This is an optimization exercise on Yosys and OpenROAD, whose aim is small area, not a production implementation. At most, simulation tests tie the RTL to the original design; equivalence was not proved. No activity file was given, so power comes from the tool's default toggle rates.

## job 9221
## rv_exec_top
module rv_exec_top (
   input  logic          i_clk,
   input  logic          i_rst,
   input  logic          i_valid,
   input  logic [31:0]   i_inst,
   output logic          o_wb_valid,
   output logic          o_wb_illegal,
   output logic [4:0]    o_wb_rd,
   output logic [31:0]   o_wb_data
);
export LEC_CHECK = 0
export CAP_MARGIN = 20
export CORE_MARGIN = 2
export CORE_UTILIZATION = 40
export SETUP_SLACK_MARGIN = 0.1
export SLEW_MARGIN = 20
export SYNTH_HIERARCHICAL = 1
create_clock -name core_clock -period 6.5 [get_ports {i_clk}]
standard.sh (not shown) runs the stock make flow with config.mk's settings and CLKGATE_MAP_FILE= SYNTH_SCRIPT=/design/flow/synth_recipe.tcl, a recipe that flattens the netlist after the stock synthesis.
==> flow/flow/run.sh <==
#!/bin/bash
# Layout: the standard flow (standard.sh, ORFS) with a lighter clock tree
# and small port buffers.
set -euo pipefail

# port buffers: a small buffer instead of the default pick
export BUFFER_PORTS_ARGS="-buffer_cell sky130_fd_sc_hd__buf_2"
# clock tree: bigger sink clusters of clkbuf_8, no dummy loads
export CTS_ARGS="-sink_clustering_enable -repair_clock_nets -sink_clustering_size 16 -sink_clustering_max_diameter 60 -buf_list sky130_fd_sc_hd__clkbuf_8 -dont_use_dummy_load"

bash standard.sh > standard.log 2>&1
Relative to job 9221, the following input files were edited for job 634:
# job 9221
export LEC_CHECK = 0
export CAP_MARGIN = 20
export CORE_MARGIN = 2
export CORE_UTILIZATION = 40
export SETUP_SLACK_MARGIN = 0.1
export SLEW_MARGIN = 20
export SYNTH_HIERARCHICAL = 1
create_clock -name core_clock -period 6.5 [get_ports {i_clk}]
# job 634
export LEC_CHECK = 0
export CAP_MARGIN = 5
export CORE_MARGIN = 2
export CORE_UTILIZATION = 40
export SETUP_SLACK_MARGIN = 0.1
export SLEW_MARGIN = 5
export SYNTH_HIERARCHICAL = 1
create_clock -name core_clock -period 6.5 [get_ports {i_clk}]
==> flow/flow/run.sh <==
#!/bin/bash
# Layout: the standard flow (standard.sh, ORFS) with a lighter clock tree
# and small port buffers.
set -euo pipefail

# port buffers: a small buffer instead of the default pick
export BUFFER_PORTS_ARGS="-buffer_cell sky130_fd_sc_hd__buf_1"
# clock tree: bigger sink clusters of clkbuf_4, no dummy loads
export CTS_ARGS="-sink_clustering_enable -repair_clock_nets -sink_clustering_size 8 -sink_clustering_max_diameter 40 -buf_list sky130_fd_sc_hd__clkbuf_4 -dont_use_dummy_load"

bash standard.sh > standard.log 2>&1
--- outcome ---
Having completed the whole flow, job 634 delivered a layout that passed the timing, DRC and antenna checks. Compared with job 9221, job 634 shows a worst hold margin that is 0.060 ns lower. The overall routed net length of job 634 is higher than that of job 9221. In terms of total power, job 9221 and job 634 differ only marginally. Lower highest net fanout along the worst path among job 9221 and job 634: job 9221. Relative to job 9221, the worst voltage drop across the vdd grid measured on job 634 has decreased by more than a quarter. Worst setup slack ends up higher on job 9221. As of job 634, global-route wire length before repair had risen by a few percent compared to job 9221. Clock network fraction of design power (higher): job 9221. Any difference in footprint of the flip-flops and latches between job 9221 and job 634 is small enough to ignore. met1 layer wirelength in the final routing in job 634 is 1.4% above job 9221. Lower post-layout minimum cycle time among job 9221 and job 634: job 9221.
No run of this note included a check of the RTL's function; only the layout flow was run.


try-zinc:
Another version of the RTL of rv_exec_top (not shown whole).
Size: ~74 I/O pins, roughly 44,000 um^2 of cells after synthesis.
clock: 6.5 ns
lec_check: 0
cap_margin: 15
core_margin: 2
core_utilization: 50
setup_slack_margin: 0.25
slew_margin: 15
synth_hierarchical: 1
==> flow/flow/run.sh <==
#!/bin/bash
# Layout: the standard flow (standard.sh, ORFS) with a lighter clock tree
# and small port buffers.
set -euo pipefail

# port buffers: a small buffer instead of the default pick
export BUFFER_PORTS_ARGS="-buffer_cell sky130_fd_sc_hd__buf_1"
# clock tree: bigger sink clusters of clkbuf_4, no dummy loads
export CTS_ARGS="-sink_clustering_enable -repair_clock_nets -sink_clustering_size 10 -sink_clustering_max_diameter 40 -buf_list sky130_fd_sc_hd__clkbuf_4 -dont_use_dummy_load"

bash standard.sh > standard.log 2>&1
Modified inputs, try-quartz compared to try-zinc
- CORE_UTILIZATION: 50 -> 40
-- flow/flow/run.sh --
<<< try-zinc, line 9
export CTS_ARGS="-sink_clustering_enable -repair_clock_nets -sink_clustering_size 10 -sink_clustering_max_diameter 40 -buf_list sky130_fd_sc_hd__clkbuf_4 -dont_use_dummy_load"
>>> try-quartz, line 9
export CTS_ARGS="-sink_clustering_enable -repair_clock_nets -sink_clustering_size 8 -sink_clustering_max_diameter 40 -buf_list sky130_fd_sc_hd__clkbuf_4 -dont_use_dummy_load"
==> run notes <==
- try-quartz | status: complete | timing, DRC, antenna: pass
- Relative to try-zinc, the switching power total of try-quartz is higher by 110 uW.
- Compared with try-zinc, in try-quartz slew at the pin closest to its max-slew limit went down by 0.023 ns, share of cell area taken by flip-flops and latches -0.35 points.
- Re width of the die: try-zinc and try-quartz aren't equal, and the lower value belongs to try-zinc.
- Clock power: try-quartz vs try-zinc up 7.4%
- try-quartz gives more synthesis-to-finish area growth than try-zinc did.
--- input diff try-quartz..try-delta ---
- swapping 40 for 60 in CORE_UTILIZATION
-- flow/flow/run.sh --
<<< try-quartz, line 9
export CTS_ARGS="-sink_clustering_enable -repair_clock_nets -sink_clustering_size 8 -sink_clustering_max_diameter 40 -buf_list sky130_fd_sc_hd__clkbuf_4 -dont_use_dummy_load"
>>> try-delta, line 9
export CTS_ARGS="-sink_clustering_enable -repair_clock_nets -sink_clustering_size 10 -sink_clustering_max_diameter 40 -buf_list sky130_fd_sc_hd__clkbuf_4 -dont_use_dummy_load"
==> comparison <==
On global-route total usage across every layer: try-delta sits above try-quartz. Per the comparison of try-delta with try-quartz, synthesis-to-layout area growth lower; final period utilization shows a reduction of 1.2 points.
[inputs] try-juniper vs try-delta
- changing CORE_UTILIZATION from 60 to 40
try-juniper finished every step from synthesis to the final layout, and the layout passed the timing, DRC and antenna checks.
Summary of try-juniper over try-delta: maximum fanout along the worst path went up; max-slew headroom at the worst pin decreased 2.5 points; synthesized cell count saw little to no change.
Comparing try-juniper and try-delta, the higher fraction of power consumed by the clock network is on try-juniper.
When try-juniper is set beside try-delta, its sequential share of layout area turns out to be 0.68 points smaller.
Total design power: try-juniper worse than try-delta
The number of placement rows of try-juniper is higher than that of try-delta.


== onyx ==
rv_exec_top again, from the RTL that the note above started with.
==> flow/config.mk <==
export PLATFORM = sky130hd
export DESIGN_NAME = rv_exec_top
export DESIGN_NICKNAME = rv_exec_top
export VERILOG_FILES = /design/flow/design.v
export SDC_FILE = /design/flow/constraint.sdc
export NUM_CORES = 4
export LEC_CHECK = 0
export CAP_MARGIN = 5
export CORE_MARGIN = 2
export CORE_UTILIZATION = 40
export SETUP_SLACK_MARGIN = 0.1
export SLEW_MARGIN = 5
export SYNTH_HIERARCHICAL = 1
==> flow/constraint.sdc <==
create_clock -name core_clock -period 6.5 [get_ports {i_clk}]
set_input_delay 1.3000 -clock core_clock [delete_from_list [all_inputs] [get_ports {i_clk}]]
set_output_delay 1.3000 -clock core_clock [all_outputs]
set_load 0.01 [all_outputs]
==> flow/flow/run.sh <==
#!/bin/bash
# Layout: the standard flow (standard.sh, ORFS) with a lighter clock tree
# and small port buffers.
set -euo pipefail

# port buffers: a small buffer instead of the default pick
export BUFFER_PORTS_ARGS="-buffer_cell sky130_fd_sc_hd__buf_1"
# clock tree: bigger sink clusters of clkbuf_4, no dummy loads
export CTS_ARGS="-sink_clustering_enable -repair_clock_nets -sink_clustering_size 8 -sink_clustering_max_diameter 40 -buf_list sky130_fd_sc_hd__clkbuf_4 -dont_use_dummy_load"

bash standard.sh > standard.log 2>&1
diff inputs: onyx => tundra
- swapping 0.1 for 0.3 in SETUP_SLACK_MARGIN
- swapping 40 for 60 in CORE_UTILIZATION
--- outcome ---
Looking at the reports, tundra completed the entire flow and the layout it produced met the timing, DRC and antenna checks.
The lower die outline area of tundra and onyx is in tundra.
The layout overhead on the synthesized area in tundra was lower than what onyx gave.
Via count ends up higher on tundra.
Higher fraction of the cycle the final worst path needs was reported by onyx, not tundra.
Comparing tundra and onyx, the higher final cell area excluding filler cells is on onyx.
Power: tundra better than onyx
tundra — utilization of the core after routing 22 points higher, onyx as reference
Of the two values seen for classification of the worst-slack hold path, reg -> reg was produced by onyx and in -> reg by tundra.
Timing endpoint of the critical path = s2_data[18]: onyx; timing endpoint of the critical path = s2_data[0]: tundra

-- afterwards: timing with drivers on the ports --
The results above use ideal ports. As a check the final layouts listed here were re-extracted and re-timed, cells and wires unchanged.
Step 1 sets driving cells, clkbuf_16 on the clock port and buf_2 on the other inputs (assumed; they add their load-dependent delay and slew).
Step 2 adds t to the input delays and takes it off the output delays; t is the mean of the earliest and latest rising clock arrival at the registers after step 1. Input paths then give back, and output paths get back, about the clock's delay inside the block.
Three values: ideal ports, drivers, drivers and shift; two values: the first two.
| run | t (ns) | slack for setup (ns) | worst hold slack (ns) | worst slew at a driven data input, ns |
|---|---|---|---|---|
| job 9221 | 0.865 | 0.306 / 0.306 / 0.306 | 0.263 / 0.263 / 0.263 | 0.04 |
| job 634 | 1.146 | 0.263 / 0.263 / 0.263 | 0.203 / 0.180 / 0.203 | 0.03 |
| try-zinc | 1.214 | 0.332 / 0.332 / 0.332 | 0.222 / 0.181 / 0.272 | 0.08 |
| try-quartz | 1.220 | 0.304 / 0.304 / 0.304 | 0.187 / 0.149 / 0.249 | 0.05 |
| try-delta | 1.104 | 0.383 / 0.383 / 0.383 | 0.240 / 0.240 / 0.240 | 0.09 |
| try-juniper | 1.123 | 0.345 / 0.345 / 0.345 | 0.216 / 0.216 / 0.216 | 0.05 |
| onyx | 1.150 | 0.239 / 0.239 / 0.239 | 0.255 / 0.230 / 0.255 | 0.05 |
| tundra | 1.145 | 0.439 / 0.439 / 0.439 | 0.252 / 0.201 / 0.316 | 0.09 |
After both steps every run listed still meets setup and hold.
